Source: an optimization exercise on an open RTL-to-GDS flow (aim: small area and a short achievable clock period). Production flows keep margins and buffers that such runs may drop. RTL that was checked went through simulation tests only; none was proved equivalent to the original. No functional check of the RTL was part of run 1.

==> flow/design.v, too long to show whole: its modules and the start of the top module <==
// module mul_pipe: 1876 lines
// module mul_pipe_fa: 10 lines
// module mul_pipe_ha: 9 lines
module mul_pipe #(
    parameter int unsigned XLEN    = 32,
    parameter int unsigned LATENCY = 3,
    parameter int unsigned TAG_W   = 5
) (
    input  logic             clk,
    input  logic             rst_n,
    input  logic             in_valid,
    output logic             in_ready,
    input  logic [XLEN-1:0]  a,
    input  logic [XLEN-1:0]  b,
    input  logic [2:0]       mulop,
    input  logic [TAG_W-1:0] in_tag,
    input  logic             flush,
    output logic             out_valid,
    input  logic             out_ready,
    output logic [XLEN-1:0]  f,
    output logic [TAG_W-1:0] out_tag
);
  // ...
==> flow/run.sh <==
#!/bin/bash
# synth_recipe.tcl (not shown) runs the flow's synth.tcl, then flattens the netlist and writes it again
# the make line also repeats each setting of config.mk as NAME=value (left out here)
make -C /OpenROAD-flow-scripts/flow DESIGN_CONFIG=/design/flow/config.mk WORK_HOME=/design/flow/orfs CLKGATE_MAP_FILE= SYNTH_SCRIPT=/design/flow/synth_recipe.tcl finish
==> flow/config.mk <==
export PLATFORM = sky130hd
export DESIGN_NAME = mul_pipe
export DESIGN_NICKNAME = mul_pipe
export VERILOG_FILES = /design/flow/design.v
export SDC_FILE = /design/flow/constraint.sdc
export NUM_CORES = 4
export LEC_CHECK = 0
export ABC_AREA = 1
export CAP_MARGIN = 20
export CORE_MARGIN = 2
export CORE_UTILIZATION = 40
export SETUP_SLACK_MARGIN = 5
export SLEW_MARGIN = 20
export SYNTH_HIERARCHICAL = 1
==> flow/constraint.sdc <==
create_clock -name core_clock -period 11.0 [get_ports {clk}]
set_input_delay 2.2000 -clock core_clock [delete_from_list [all_inputs] [get_ports {clk}]]
set_output_delay 2.2000 -clock core_clock [all_outputs]
set_load 0.01 [all_outputs]
==> summary.txt, run 1 <==
Outcome
  • Status: no timing/DRC/antenna violations

STA
  • # setup viols final: 0
  • Worst slew pin tran: between 1 and 1.5 ns
  • Fmax: 178 MHz
  • Final hold slack: around 0.43 ns

Clocking
  • Hold_buf cts: 0
  • CTS root buf: clkbuf_16
  • Post-CTS resize count: 0

Yosys
  • Synth area leader: fa_1
  • FFs w/ async S/R, synth: 0%
  • Sequential share of the synthesized area: a little under a fifth
  • Post-Synth Simple-Gate Area: between 8 and 9%

Drt
  • DR pass1 iterations: 6
  • Drt first-iter violations: between 2k and 3k
  • Vias per cell: about 5.7
  • Max Used Layer: met4

Layout
  • Sequential cell area share: around 17%
  • Signal buffers: slightly above 200
  • Largest class: multi-input gates
  • # diodes: 0

Global route
  • First-pass GRT wire length: roughly 150,000 um
  • GRT met1 Usage: between 30% and 40%
  • Largest net degree at the start of global routing: 67
  • Number of global-route vias before repair: 24.5k

Die
  • TAP cells: 969
  • Starting Density: between 40 and 50%

Placed design
  • DP Cell Count: 4,085

Worst setup path
  • Depth of the worst register-to-register path: 17
  • Required @ worst endpoint: roughly 8.8 ns
  • Worst Setup SP: out_ready
==> inputs of run 2 (changes only) <==
--- a/flow/design.v
+++ b/flow/design.v
@@ -15,86 +15,75 @@
     output logic             out_valid,
     input  logic             out_ready,
     output logic [XLEN-1:0]  f,
     output logic [TAG_W-1:0] out_tag
 );
     logic             w_stall;
     logic             w_acc;
     logic             r1_v, r2_v, r3_v;
-    logic [31:0]      r1_a;
-    logic [15:0]      r1_neg, r1_one, r1_two;
-    logic             r1_ea, r1_d16, r1_hi;
-    logic [15:0]      w_neg, w_one, w_two;
-    logic [32:0]      w_b;
+    logic [31:0]      r1_a, r1_b;
+    logic             r1_ea, r1_eb, r1_hi;
     logic [TAG_W-1:0] r1_tag, r2_tag, r3_tag;
     logic [31:0]      r2_x, r2_y;
     logic             r2_cin;
     logic [31:0]      r3_f;
     always_comb begin
         w_stall  = r3_v && !out_ready;
         in_ready = !w_stall && !flush;
         w_acc    = in_valid && in_ready;
     end
-    always_comb begin
-        w_b = {b, 1'b0};
-        for (int i = 0; i < 16; i++) begin
-            w_neg[i] = w_b[2*i+2];
-            w_one[i] = w_b[2*i+1] ^ w_b[2*i];
-            w_two[i] = (w_b[2*i+2] ^ w_b[2*i+1]) & ~(w_b[2*i+1] ^ w_b[2*i]);
-        end
-    end
-    wire bneg0 = r1_neg[0];
-    wire bone0 = r1_one[0];
-    wire btwo0 = r1_two[0];
-    wire bneg1 = r1_neg[1];
-    wire bone1 = r1_one[1];
-    wire btwo1 = r1_two[1];
-    wire bneg2 = r1_neg[2];
-    wire bone2 = r1_one[2];
-    wire btwo2 = r1_two[2];
-    wire bneg3 = r1_neg[3];
-    wire bone3 = r1_one[3];
-    wire btwo3 = r1_two[3];
-    wire bneg4 = r1_neg[4];
-    wire bone4 = r1_one[4];
-    wire btwo4 = r1_two[4];
-    wire bneg5 = r1_neg[5];
-    wire bone5 = r1_one[5];
-    wire btwo5 = r1_two[5];
-    wire bneg6 = r1_neg[6];
-    wire bone6 = r1_one[6];
-    wire btwo6 = r1_two[6];
-    wire bneg7 = r1_neg[7];
-    wire bone7 = r1_one[7];
-    wire btwo7 = r1_two[7];
-    wire bneg8 = r1_neg[8];
-    wire bone8 = r1_one[8];
-    wire btwo8 = r1_two[8];
-    wire bneg9 = r1_neg[9];
-    wire bone9 = r1_one[9];
-    wire btwo9 = r1_two[9];
-    wire bneg10 = r1_neg[10];
-    wire bone10 = r1_one[10];
-    wire btwo10 = r1_two[10];
-    wire bneg11 = r1_neg[11];
-    wire bone11 = r1_one[11];
-    wire btwo11 = r1_two[11];
-    wire bneg12 = r1_neg[12];
-    wire bone12 = r1_one[12];
-    wire btwo12 = r1_two[12];
-    wire bneg13 = r1_neg[13];
-    wire bone13 = r1_one[13];
-    wire btwo13 = r1_two[13];
-    wire bneg14 = r1_neg[14];
-    wire bone14 = r1_one[14];
-    wire btwo14 = r1_two[14];
-    wire bneg15 = r1_neg[15];
-    wire bone15 = r1_one[15];
-    wire btwo15 = r1_two[15];
+    wire bneg0 = r1_b[1];
+    wire bone0 = r1_b[0] ^ 1'b0;
+    wire btwo0 = (r1_b[1] ^ r1_b[0]) & ~(r1_b[0] ^ 1'b0);
+    wire bneg1 = r1_b[3];
+    wire bone1 = r1_b[2] ^ r1_b[1];
+    wire btwo1 = (r1_b[3] ^ r1_b[2]) & ~(r1_b[2] ^ r1_b[1]);
+    wire bneg2 = r1_b[5];
+    wire bone2 = r1_b[4] ^ r1_b[3];
+    wire btwo2 = (r1_b[5] ^ r1_b[4]) & ~(r1_b[4] ^ r1_b[3]);
+    wire bneg3 = r1_b[7];
+    wire bone3 = r1_b[6] ^ r1_b[5];
+    wire btwo3 = (r1_b[7] ^ r1_b[6]) & ~(r1_b[6] ^ r1_b[5]);
+    wire bneg4 = r1_b[9];
+    wire bone4 = r1_b[8] ^ r1_b[7];
+    wire btwo4 = (r1_b[9] ^ r1_b[8]) & ~(r1_b[8] ^ r1_b[7]);
+    wire bneg5 = r1_b[11];
+    wire bone5 = r1_b[10] ^ r1_b[9];
+    wire btwo5 = (r1_b[11] ^ r1_b[10]) & ~(r1_b[10] ^ r1_b[9]);
+    wire bneg6 = r1_b[13];
+    wire bone6 = r1_b[12] ^ r1_b[11];
+    wire btwo6 = (r1_b[13] ^ r1_b[12]) & ~(r1_b[12] ^ r1_b[11]);
+    wire bneg7 = r1_b[15];
+    wire bone7 = r1_b[14] ^ r1_b[13];
+    wire btwo7 = (r1_b[15] ^ r1_b[14]) & ~(r1_b[14] ^ r1_b[13]);
+    wire bneg8 = r1_b[17];
+    wire bone8 = r1_b[16] ^ r1_b[15];
+    wire btwo8 = (r1_b[17] ^ r1_b[16]) & ~(r1_b[16] ^ r1_b[15]);
+    wire bneg9 = r1_b[19];
+    wire bone9 = r1_b[18] ^ r1_b[17];
+    wire btwo9 = (r1_b[19] ^ r1_b[18]) & ~(r1_b[18] ^ r1_b[17]);
+    wire bneg10 = r1_b[21];
+    wire bone10 = r1_b[20] ^ r1_b[19];
+    wire btwo10 = (r1_b[21] ^ r1_b[20]) & ~(r1_b[20] ^ r1_b[19]);
+    wire bneg11 = r1_b[23];
+    wire bone11 = r1_b[22] ^ r1_b[21];
+    wire btwo11 = (r1_b[23] ^ r1_b[22]) & ~(r1_b[22] ^ r1_b[21]);
+    wire bneg12 = r1_b[25];
+    wire bone12 = r1_b[24] ^ r1_b[23];
+    wire btwo12 = (r1_b[25] ^ r1_b[24]) & ~(r1_b[24] ^ r1_b[23]);
+    wire bneg13 = r1_b[27];
+    wire bone13 = r1_b[26] ^ r1_b[25];
+    wire btwo13 = (r1_b[27] ^ r1_b[26]) & ~(r1_b[26] ^ r1_b[25]);
+    wire bneg14 = r1_b[29];
+    wire bone14 = r1_b[28] ^ r1_b[27];
+    wire btwo14 = (r1_b[29] ^ r1_b[28]) & ~(r1_b[28] ^ r1_b[27]);
+    wire bneg15 = r1_b[31];
+    wire bone15 = r1_b[30] ^ r1_b[29];
+    wire btwo15 = (r1_b[31] ^ r1_b[30]) & ~(r1_b[30] ^ r1_b[29]);
     wire [33:0] pp0;
     assign pp0[0] = (bone0 & r1_a[0]) ^ bneg0;
     assign pp0[1] = ((bone0 & r1_a[1]) | (btwo0 & r1_a[0])) ^ bneg0;
     assign pp0[2] = ((bone0 & r1_a[2]) | (btwo0 & r1_a[1])) ^ bneg0;
     assign pp0[3] = ((bone0 & r1_a[3]) | (btwo0 & r1_a[2])) ^ bneg0;
     assign pp0[4] = ((bone0 & r1_a[4]) | (btwo0 & r1_a[3])) ^ bneg0;
     assign pp0[5] = ((bone0 & r1_a[5]) | (btwo0 & r1_a[4])) ^ bneg0;
     assign pp0[6] = ((bone0 & r1_a[6]) | (btwo0 & r1_a[5])) ^ bneg0;
@@ -645,17 +634,17 @@
     assign pp15[26] = ((bone15 & r1_a[26]) | (btwo15 & r1_a[25])) ^ bneg15;
     assign pp15[27] = ((bone15 & r1_a[27]) | (btwo15 & r1_a[26])) ^ bneg15;
     assign pp15[28] = ((bone15 & r1_a[28]) | (btwo15 & r1_a[27])) ^ bneg15;
     assign pp15[29] = ((bone15 & r1_a[29]) | (btwo15 & r1_a[28])) ^ bneg15;
     assign pp15[30] = ((bone15 & r1_a[30]) | (btwo15 & r1_a[29])) ^ bneg15;
     assign pp15[31] = ((bone15 & r1_a[31]) | (btwo15 & r1_a[30])) ^ bneg15;
     assign pp15[32] = ((bone15 & r1_ea) | (btwo15 & r1_a[31])) ^ bneg15;
     assign pp15[33] = ((bone15 & r1_ea) | (btwo15 & r1_ea)) ^ bneg15;
-    wire d16 = r1_d16;
+    wire d16 = r1_b[31] & ~r1_eb;
     wire hs0, hc0;
     mul_pipe_ha u_ha0 (.x(bneg12), .y(pp0[24]), .s(hs0), .c(hc0));
     wire hs1, hc1;
     mul_pipe_ha u_ha1 (.x(pp0[25]), .y(pp1[23]), .s(hs1), .c(hc1));
     wire fs0, fc0;
     mul_pipe_fa u_fa0 (.x(bneg13), .y(pp0[26]), .z(pp1[24]), .s(fs0), .c(fc0));
     wire hs2, hc2;
     mul_pipe_ha u_ha2 (.x(pp2[22]), .y(pp3[20]), .s(hs2), .c(hc2));
@@ -1852,21 +1841,19 @@
                 r3_f   <= w_f;
                 r3_tag <= r2_tag;
             end
         end
     end
     always_ff @(posedge clk) begin
         if (!w_stall) begin
             r1_a   <= a;
-            r1_neg <= w_neg;
-            r1_one <= w_one;
-            r1_two <= w_two;
+            r1_b   <= b;
             r1_ea  <= a[31] && (mulop != 3'd3);
-            r1_d16 <= b[31] && !mulop[2] && mulop[1];
+            r1_eb  <= b[31] && (mulop[2] || !mulop[1]);
             r1_hi  <= (mulop != 3'd0);
             r1_tag <= in_tag;
             r2_x   <= w_x;
             r2_y   <= w_y;
             r2_cin <= w_c;
             r2_tag <= r1_tag;
         end
     end
==> flow/config.mk (replaced) <==
export PLATFORM = sky130hd
export DESIGN_NAME = mul_pipe
export DESIGN_NICKNAME = mul_pipe
export VERILOG_FILES = /design/flow/design.v
export SDC_FILE = /design/flow/constraint.sdc
export NUM_CORES = 4
export LEC_CHECK = 0
export ABC_AREA = 1
export CAP_MARGIN = 20
export CORE_MARGIN = 2
export CORE_UTILIZATION = 40
export SLEW_MARGIN = 20
export SYNTH_HIERARCHICAL = 1
==> summary.txt, run 2 <==
Global route
  • GRT met1 Usage: 33.6% (was 34.4%)
  • Grt ovf: 0 (unchanged)
  • Number of global-route vias before repair: 25.0k (was 24.5k)
  • Largest net degree at the start of global routing: 82 (was 67)
  • First-pass GRT wire length: 153,000 um (was 152,000 um)
  • Initial antenna violation count: 5 (was 2)
  • Met2 Use GR: 40.4% (was 40.9%)
  • Met3 usage in global routing: 8.92% (was 6.95%)
  • Most Crowded Layer GR: met2 (unchanged)
  • GR Util All Layers: 26.1% (was 26.0%)

STA
  • Slew headroom: 33.0% (was 27.9%)
  • Worst slew pin tran: 1.00 ns (was 1.07 ns)
  • Final Skew: 0.0267 ns (was 0.0199 ns)
  • Final WS setup: 4.56 ns (was 5.39 ns)
  • # setup viols final: 0 (unchanged)
  • Fmax: 155 MHz (was 178 MHz)
  • Post-Route Setup TNS: 0 ns (unchanged)
  • Max Slew Vio Count: 0 (unchanged)
  • Crit path time final: 6.44 ns (was 5.61 ns)
  • RSZ-0062 raised after global routing: no (unchanged)
  • Final Hold Fails: 0 (unchanged)
  • Period utilisation layout: 58.6% (was 51.0%)

Layout
  • Nets: 3,778 (was 3,799)
  • Register area: 5060 sq um (was 5550 sq um)
  • Most common cell after layout, fill and taps aside: xor2_1 (unchanged)
  • Syn-to-layout area delta: 7.99% (was 8.47%)
  • Area of the multi-input gates: 22,700 sq um (was 22,600 sq um)
  • Most frequent cells in the layout: xor2_1 (538), nand2_1 (497), o22ai_1 (494) (was xor2_1 (555), o22ai_1 (511), nand2_1 (509))
  • Fin util: 43.5% (was 43.9%)
  • FILL cells: 7,260 (was 7,238)
  • Share of cells above drive strength 1: 5.05% (was 4.26%)

Worst setup path
  • Stages on the worst setup path: 18 (was 4)
  • WP data arrival: 6.67 ns (was 3.41 ns)
  • R2R Path Start: r1_b[1]$_DFFE_PN_ (was r1_a[30]$_DFFE_PN_)
  • Reg2Reg Setup Slack: 4.56 ns (was 5.41 ns)
  • Depth of the worst register-to-register path: 18 (was 17)
  • Critical path peak fanout: 37 (was 5)
  • CP Cell Sequence: buf_4, nor2_1, a21oi_4, buf_4, o22ai_2, xor2_1, fa_1, fa_1, fa_1, fa_1, fa_1, fa_1, ha_1, a21oi_1, o21ai_0, a21oi_1, o21a_1, a21oi_1 (was clkdlybuf4s50_1, nor2_4, nor2_4, clkdlybuf4s50_1)
  • CP most frequent cell: fa_1
  • R2R Path End: r2_cin$_DFFE_PN_ (unchanged)
  • Cell family with most CP delay: adder cells (was buffers and inverters)
  • Slowest cell on the critical path: fa_1 (was clkdlybuf4s50_1)
  • Critical Path Start Type: flip-flop (was input pin)
  • Crit-path max cell delay: 0.61 ns (was 0.54 ns)
  • Buffer and inverter count on the worst path: 2 (unchanged)
  • CP Class: reg -> reg (was in -> out)
  • CP Capture Type: flip-flop (was output port)
  • Required @ worst endpoint: 11.23 ns (was 8.80 ns)

Yosys
  • Synth top area share: 32.3% (was 32.0%)
  • Synth top cells by count: xor2_1 (538), nand2_1 (500), o22ai_1 (494), fa_1 (482), inv_1 (214) (was xor2_1 (555), o22ai_1 (511), nand2_1 (509), fa_1 (482), inv_1 (247))
  • Top_reg_cell synth: edfxtp_1 (unchanged)
  • FFs w/ async S/R, synth: 0% (unchanged)
  • Synth Instances: 3,170 (was 3,184)
  • #FFs+latches synth: 182 (was 198)
  • Top post-synthesis cells by area: fa_1 (32%), xor2_1 (16%), edfxtp_1 (14%) (was fa_1 (32%), xor2_1 (16%), edfxtp_1 (16%))
  • Post-Syn Area: 29,900 sq um (was 30,200 sq um)
  • Count leader, synth: xor2_1 (unchanged)
  • Sequential share of the synthesized area: 17.0% (was 18.4%)
  • Unique cell type count in the Yosys netlist: 36 (unchanged)
  • Synth area leader: fa_1 (unchanged)
  • Post-Syn Area per Cell: 9.43 sq um (was 9.48 sq um)
  • Warning count from the yosys run: 7 (unchanged)
  • Post-synth EDFFs: 142 (was 158)

Hold path
  • Hold depth: 0 (unchanged)
  • Worst min path class: reg -> reg (unchanged)
  • Hold_sp: r1_tag[1]$_DFFE_PN_ (was r1_tag[4]$_DFFE_PN_)
  • Hold EP: r2_tag[1]$_DFFE_PN_ (was r2_tag[4]$_DFFE_PN_)

Die
  • Core box area: 74,200 sq um (was 74,600 sq um)
  • Starting Density: 40.3% (was 40.5%)
  • Die height: 277 um (was 279 um)
  • Row cnt: 100 (unchanged)
  • Die X: 277 um (was 279 um)
  • Die footprint: 76,900 sq um (was 77,600 sq um)
  • I/O pins: 116 (unchanged)

Clocking
  • Post-CTS resize count: 0 (unchanged)
  • Postcts setup bufs: 0 (unchanged)
  • Hold_buf cts: 0 (unchanged)
  • Clock latency on the worst-skew pair: 0.52 ns (was 0.51 ns)
  • CTS HTree Levels: 4 (unchanged)
  • CTS tree: built (unchanged)
  • TritonCTS Sinks: 182 (was 198)
  • Clock buffer depth: 2 (unchanged)
  • Num CTS Buffers: 17 (unchanged)
  • Reg clk slew, reported paths: 0.10 ns (was 0.09 ns)
  • CTS root buf: clkbuf_16 (unchanged)

Drt
  • DR pass1 iterations: 6 (unchanged)
  • Routed via count: 24.1k (was 23.6k)
  • DRC viols: 0 (unchanged)
  • WL/cell: 24.3 um (was 24.2 um)
  • Drt first-iter violations: 2,428 (was 2,523)
  • Vias per cell: 5.88 (was 5.74)
  • Wirelength, routed: 99,800 um (was 99,600 um)
  • Detail Route Antenna Nets: 0 (unchanged)

Placed design
  • Post-DP HPWL: 67,000 um (was 71,300 um)
  • Number of port buffers: 115 (unchanged)
  • Setup WS pre-CTS: 4.71 ns (was 5.38 ns)
  • Routability Congestion: 0.912 (unchanged)

Outcome
  • Status: no timing/DRC/antenna violations (unchanged)

Run
  • Max cap viols: 0 (unchanged)
-- run 2: worst max-delay path by stage --
stage	endpoint	startpoint
6_report	r2_cin$_DFFE_PN_	r1_b[1]$_DFFE_PN_
5_1_grt	r2_cin$_DFFE_PN_	r1_b[1]$_DFFE_PN_
4_1_cts	r2_cin$_DFFE_PN_	r1_b[1]$_DFFE_PN_
3_5_place_dp	r2_cin$_DFFE_PN_	r1_b[1]$_DFFE_PN_
3_3_place_gp	r2_cin$_DFFE_PN_	r1_b[1]$_DFFE_PN_
2_1_floorplan	r1_a[0]$_DFFE_PN_	out_ready
-- run 2: through the flow --
step                hold WS (ns)  instances  area (sq um)
floorplan                  0.400       3183         29900
global placement           0.404       4064         31600
detailed placement         0.406       4064         31600
CTS                        0.431       4096         32300
global route               0.435       4096         32300
finish                     0.428       4099         32300
-- run 2: metal layers --
layer	up-vias	part of all wire, %
met3	322	12
met4	2	3.9
met5	-	0.013
met2	1413	45
met1	11900	40
li1	10500	-
-- run 2: cell families (layout without fill, tap and decap cells) --
kind of cell             count (synthesis)  after routing  synth area share [%]
AO/OA/AOI/OAI                          668            668                  14.3
buffers and inverters                  504            448                  7.27
other                                    1             17                0.0126
AND/OR/NAND/NOR                        688            688                  8.98
flip-flops                             182            182                  17.0
adder cells (fa/ha/maj)                587            587                  36.7
XOR/XNOR                               540            540                  15.8
-- run 2: modules after synthesis, one instance, submodules excluded --
module	times used	flops+latches	cells	area [sq um]
mul_pipe	1	182	2646	19700
mul_pipe_fa	480	0	1	20.0
mul_pipe_ha	44	0	1	12.5
-- run 2: layout make-up --
type | instances | share of cell area, %
Antenna cell | 3 | 0.0233
Clock buffer | 17 | 1.32
Clock inverter | 15 | 0.741
Inverter | 217 | 2.54
Multi-Input combinational cell | 2497 | 70.4
Sequential cell | 182 | 15.7
Tap cell | 969 | 3.76
Timing Repair Buffer | 199 | 5.52

[re-timing with driven ports]
The results above use ideal ports. As a check the final layouts listed here were re-extracted and re-timed, cells and wires unchanged.
Step 1, drivers: a clkbuf_16 drives clk and a buf_2 each remaining input, both assumed.
Step 2 times the ports against the registers' clock, not the clock port: input delays grow and output delays shrink by t, the midpoint of the rising clock arrivals with the driver on.
Slacks: no drivers / after step 1 / after step 2; pairs: no drivers / after step 1.
run	t, ns	slack for setup (ns)	latest minus earliest clock arrival (ns)	worst register clock-pin slew, ns
run 1	0.567	5.390 / 5.352 / 5.352	0.022 / 0.021	0.10 / 0.10
run 2	0.571	4.559 / 4.559 / 4.559	0.027 / 0.027	0.10 / 0.10
After both steps setup and hold are still met in every run listed. For run 1, which loses most, drivers alone change the setup slack by -0.038 ns; drivers and shift together by -0.038 ns.
